This is an optimization exercise on Yosys and OpenROAD, whose aim is small area, not a production implementation.
Function was checked by simulation only, so behaviour that the tests miss may differ from the original.
Power and IR drop assume default switching activity.

== run A ==
// gp_regs_mp
module gp_regs_mp
#(
  parameter int DATA_W  = DEF_DATA_W,
  parameter int REG_NUM = 16,
  parameter int IDX_W   = DEF_IDX_W,
  parameter int NUM_RD  = 2,
  parameter int NUM_WR  = 2,
  parameter int LANE_W  = DEF_LANE_W,
  parameter int ZERO_R0 = 0,
  localparam int NL     = DATA_W / LANE_W
) (
  input  logic                     clk,
  input  logic                     rst_n,
  input  logic [NUM_WR-1:0]        wr_en_i,
  input  logic [NUM_WR*IDX_W-1:0]  wr_idx_i,
  input  logic [NUM_WR*DATA_W-1:0] wr_data_i,
  input  logic [NUM_WR*NL-1:0]     wr_lane_i,
  input  logic [NUM_WR-1:0]        wr_rel_i,
  input  logic [NUM_RD-1:0]        rd_en_i,
  input  logic [NUM_RD*IDX_W-1:0]  rd_idx_i,
  output logic [NUM_RD*DATA_W-1:0] rd_data_o,
  output logic [NUM_RD-1:0]        rd_busy_o,
  input  logic                     rsv_en_i,
  input  logic [IDX_W-1:0]         rsv_idx_i,
  output logic [REG_NUM-1:0]       busy_o
);
  logic [DATA_W-1:0]  regs   [REG_NUM];
  logic [DATA_W-1:0]  nxt    [REG_NUM];
  logic               live;
  logic [REG_NUM-1:0] busy_nxt;
  always_ff @(posedge clk or negedge rst_n) begin
    if (!rst_n) live <= 1'b0;
    else        live <= 1'b1;
  end
  for (genvar r = 0; r < REG_NUM; r++) begin : g_reg
    logic              hit0, hit1, rel, rsv;
    logic [NL-1:0]     sel0, sel1, keep;
    logic [DATA_W-1:0] merged;
    assign hit0 = wr_en_i[0] && (wr_idx_i[0 +: IDX_W] == IDX_W'(r));
    assign hit1 = wr_en_i[1] && (wr_idx_i[IDX_W +: IDX_W] == IDX_W'(r));
    for (genvar l = 0; l < NL; l++) begin : g_lane
      assign sel1[l] = hit1 & wr_lane_i[NL + l];
      assign sel0[l] = hit0 & wr_lane_i[l] & ~sel1[l];
      assign keep[l] = live & ~(hit0 & wr_lane_i[l]) & ~sel1[l];
    end
    gp_regs_wmerge #(
  ...
clock: 5.0 ns
lec_check: 0
cap_margin: 10
core_margin: 2
core_utilization: 45
slew_margin: 10
synth_hierarchical: 1
standard.sh (not shown) runs the stock make flow with config.mk's settings and CLKGATE_MAP_FILE= SYNTH_SCRIPT=/design/flow/synth_recipe.tcl, a recipe that flattens the netlist after the stock synthesis.
==> flow/flow/run.sh <==
#!/bin/bash
# Layout flow: the standard flow (standard.sh, ORFS from synthesis to the
# final layout) with two changes:
#  - the port buffers are sky130_fd_sc_hd__buf_1 instead of the flow's pick;
#  - CTS uses clkbuf_16 with larger sink clusters and no dummy loads.
# Each tool's output stays in ORFS's own logs; standard.sh's output goes to
# standard.log in this folder.
cp standard.sh standard.sh.log 2>/dev/null
export BUFFER_PORTS_ARGS="-buffer_cell sky130_fd_sc_hd__buf_1"
export CTS_ARGS="-sink_clustering_enable -repair_clock_nets -dont_use_dummy_load -buf_list sky130_fd_sc_hd__clkbuf_16 -sink_clustering_size 40 -sink_clustering_max_diameter 60"
bash standard.sh > standard.log 2>&1
#### Input delta (run B over run A)
- CAP_MARGIN: 10 -> 20
- CORE_UTILIZATION: 45 -> 60
- CTS_BUF_LIST: unset -> sky130_fd_sc_hd__clkbuf_16
- SLEW_MARGIN: 10 -> 20
- CTS_CLUSTER_SIZE: unset -> 40
- CTS_CLUSTER_DIAMETER: unset -> 60
==> flow/run.sh (new file) <==
#!/bin/bash
# synth_recipe.tcl (not shown) runs the flow's synth.tcl, then flattens the netlist and writes it again
# the make line also repeats each setting of config.mk as NAME=value (left out here)
make -C /OpenROAD-flow-scripts/flow DESIGN_CONFIG=/design/flow/config.mk WORK_HOME=/design/flow/orfs CLKGATE_MAP_FILE= SYNTH_SCRIPT=/design/flow/synth_recipe.tcl finish
removed: flow/flow/run.sh
removed: flow/standard.sh
[summary]
When run B is measured against run A, its global-route wire length before repair turns out 2000 µm lower. In run B, the static leakage came out about 4.4% above the value in run A. The clock period minus final worst setup slack of run B was inferior to that of run A. Run B vs run A: cell area up by a few percent.
#### Input delta (run C over run B)
- CTS_CLUSTER_SIZE: 40 -> unset
- CORE_UTILIZATION: 60 -> 45
- CTS_CLUSTER_DIAMETER: 60 -> unset
- CTS_BUF_LIST: sky130_fd_sc_hd__clkbuf_16 -> unset
==> flow/flow/run.sh (new file) <==
#!/bin/bash
# Layout flow: the standard flow (standard.sh, ORFS from synthesis to the
# final layout) with two changes:
#  - the port buffers are sky130_fd_sc_hd__buf_1 instead of the flow's pick;
#  - CTS uses clkbuf_8 at the leaves and clkbuf_16 above, larger sink
#    clusters and no dummy loads.
# Each tool's output stays in ORFS's own logs; standard.sh's output goes to
# standard.log in this folder.
cp standard.sh standard.sh.log 2>/dev/null
export BUFFER_PORTS_ARGS="-buffer_cell sky130_fd_sc_hd__buf_1"
export CTS_ARGS="-sink_clustering_enable -repair_clock_nets -dont_use_dummy_load -root_buf sky130_fd_sc_hd__clkbuf_16 -tree_buf sky130_fd_sc_hd__clkbuf_16 -buf_list sky130_fd_sc_hd__clkbuf_8 -sink_clustering_size 20 -sink_clustering_max_diameter 50"
bash standard.sh > standard.log 2>&1
==> flow/standard.sh (new file) <==
#!/bin/bash
# synth_recipe.tcl (not shown) runs the flow's synth.tcl, then flattens the netlist and writes it again
# the make line also repeats each setting of config.mk as NAME=value (left out here)
make -C /OpenROAD-flow-scripts/flow DESIGN_CONFIG=/design/flow/config.mk WORK_HOME=/design/flow/orfs CLKGATE_MAP_FILE= SYNTH_SCRIPT=/design/flow/synth_recipe.tcl "${@:-finish}"
removed: flow/run.sh
==> comparison <==
Run C: PASS, flow complete, no timing, DRC or antenna violations
Going from run B to run C, post-synthesis simple-gate area fraction stayed essentially flat; number of max-slew violations in the final report stayed essentially flat; cell count rose by 162; area added between synthesis and finish fell by 4.4 points.
#### Input delta (run D over run C)
==> flow/flow/run.sh <==
#!/bin/bash
# Layout flow: the standard flow (standard.sh, ORFS from synthesis to the
# final layout) with two changes:
#  - the port buffers are sky130_fd_sc_hd__buf_1 instead of the flow's pick;
#  - CTS uses clkbuf_16 with larger sink clusters and no dummy loads.
# Each tool's output stays in ORFS's own logs; standard.sh's output goes to
# standard.log in this folder.
cp standard.sh standard.sh.log 2>/dev/null
export BUFFER_PORTS_ARGS="-buffer_cell sky130_fd_sc_hd__buf_1"
export CTS_ARGS="-sink_clustering_enable -repair_clock_nets -dont_use_dummy_load -buf_list sky130_fd_sc_hd__clkbuf_16 -sink_clustering_size 40 -sink_clustering_max_diameter 60"
bash standard.sh > standard.log 2>&1
- NOTE number of buffers added by the clock tree synthesis step run C->run D decreased by more than a quarter
- Against run C, run D comes in 5.1 ps lower on final setup skew.
- Delta (run D minus run C): minimum clock period higher, clock-pin slew of the registers on the worst-case setup and hold paths comparable.
- Between run C and run D, worst hold slack after final layout decreased.
Input-level comparison between run E and run D:
- changing SLEW_MARGIN from 20 to 10
- changing CAP_MARGIN from 20 to 10
==> flow/flow/run.sh <==
#!/bin/bash
# Layout flow: the standard flow (standard.sh, ORFS from synthesis to the
# final layout) with two changes:
#  - the port buffers are sky130_fd_sc_hd__buf_1 instead of the flow's pick;
#  - CTS uses clkbuf_8 at the leaves and clkbuf_16 above, larger sink
#    clusters and no dummy loads.
# Each tool's output stays in ORFS's own logs; standard.sh's output goes to
# standard.log in this folder.
cp standard.sh standard.sh.log 2>/dev/null
export BUFFER_PORTS_ARGS="-buffer_cell sky130_fd_sc_hd__buf_1"
export CTS_ARGS="-sink_clustering_enable -repair_clock_nets -dont_use_dummy_load -root_buf sky130_fd_sc_hd__clkbuf_16 -tree_buf sky130_fd_sc_hd__clkbuf_16 -buf_list sky130_fd_sc_hd__clkbuf_8 -sink_clustering_size 20 -sink_clustering_max_diameter 50"
bash standard.sh > standard.log 2>&1
--- outcome ---
As far as register-to-register slack is concerned, run D and run E perform about the same.
Relative to run D, final core utilization has decreased by 0.80 points in run E.
Taking run D as the reference, in run E worst setup slack down 80 ps; slew at the pin with the worst max-slew slack up 180 ps.

-- static timing again, ports no longer ideal --
The results above use ideal ports. As a check the final layouts listed here were re-extracted and re-timed, cells and wires unchanged. Step 1 assumes that a clkbuf_16 drives the clock port and a buf_2 every other input. Step 2 moves the port delays by t, midway between the first and last clock arrival at a register: inputs arrive t later, outputs are due t later. That takes back most of the time a late clock gives input paths. Three values: no drivers, after step 1, after step 2; two values: the first two.
run | t, ns | setup slack, ns | hold WS [ns] | clock arrival spread, ns
run A | 0.649 | 1.188 / 1.226 / 0.577 | 0.478 / 0.447 / 0.478 | 0.061 / 0.060
run B | 0.669 | 0.997 / 1.029 / 0.359 | 0.384 / 0.344 / 0.487 | 0.041 / 0.041
run C | 0.645 | 1.252 / 1.294 / 0.649 | 0.464 / 0.427 / 0.476 | 0.072 / 0.073
run D | 0.655 | 1.237 / 1.276 / 0.621 | 0.460 / 0.423 / 0.475 | 0.068 / 0.068
run E | 0.653 | 1.156 / 1.196 / 0.543 | 0.469 / 0.433 / 0.480 | 0.063 / 0.064
After both steps every run listed still meets setup and hold. For run B, which loses most, drivers alone change the setup slack by +0.032 ns; drivers and shift together by -0.638 ns.
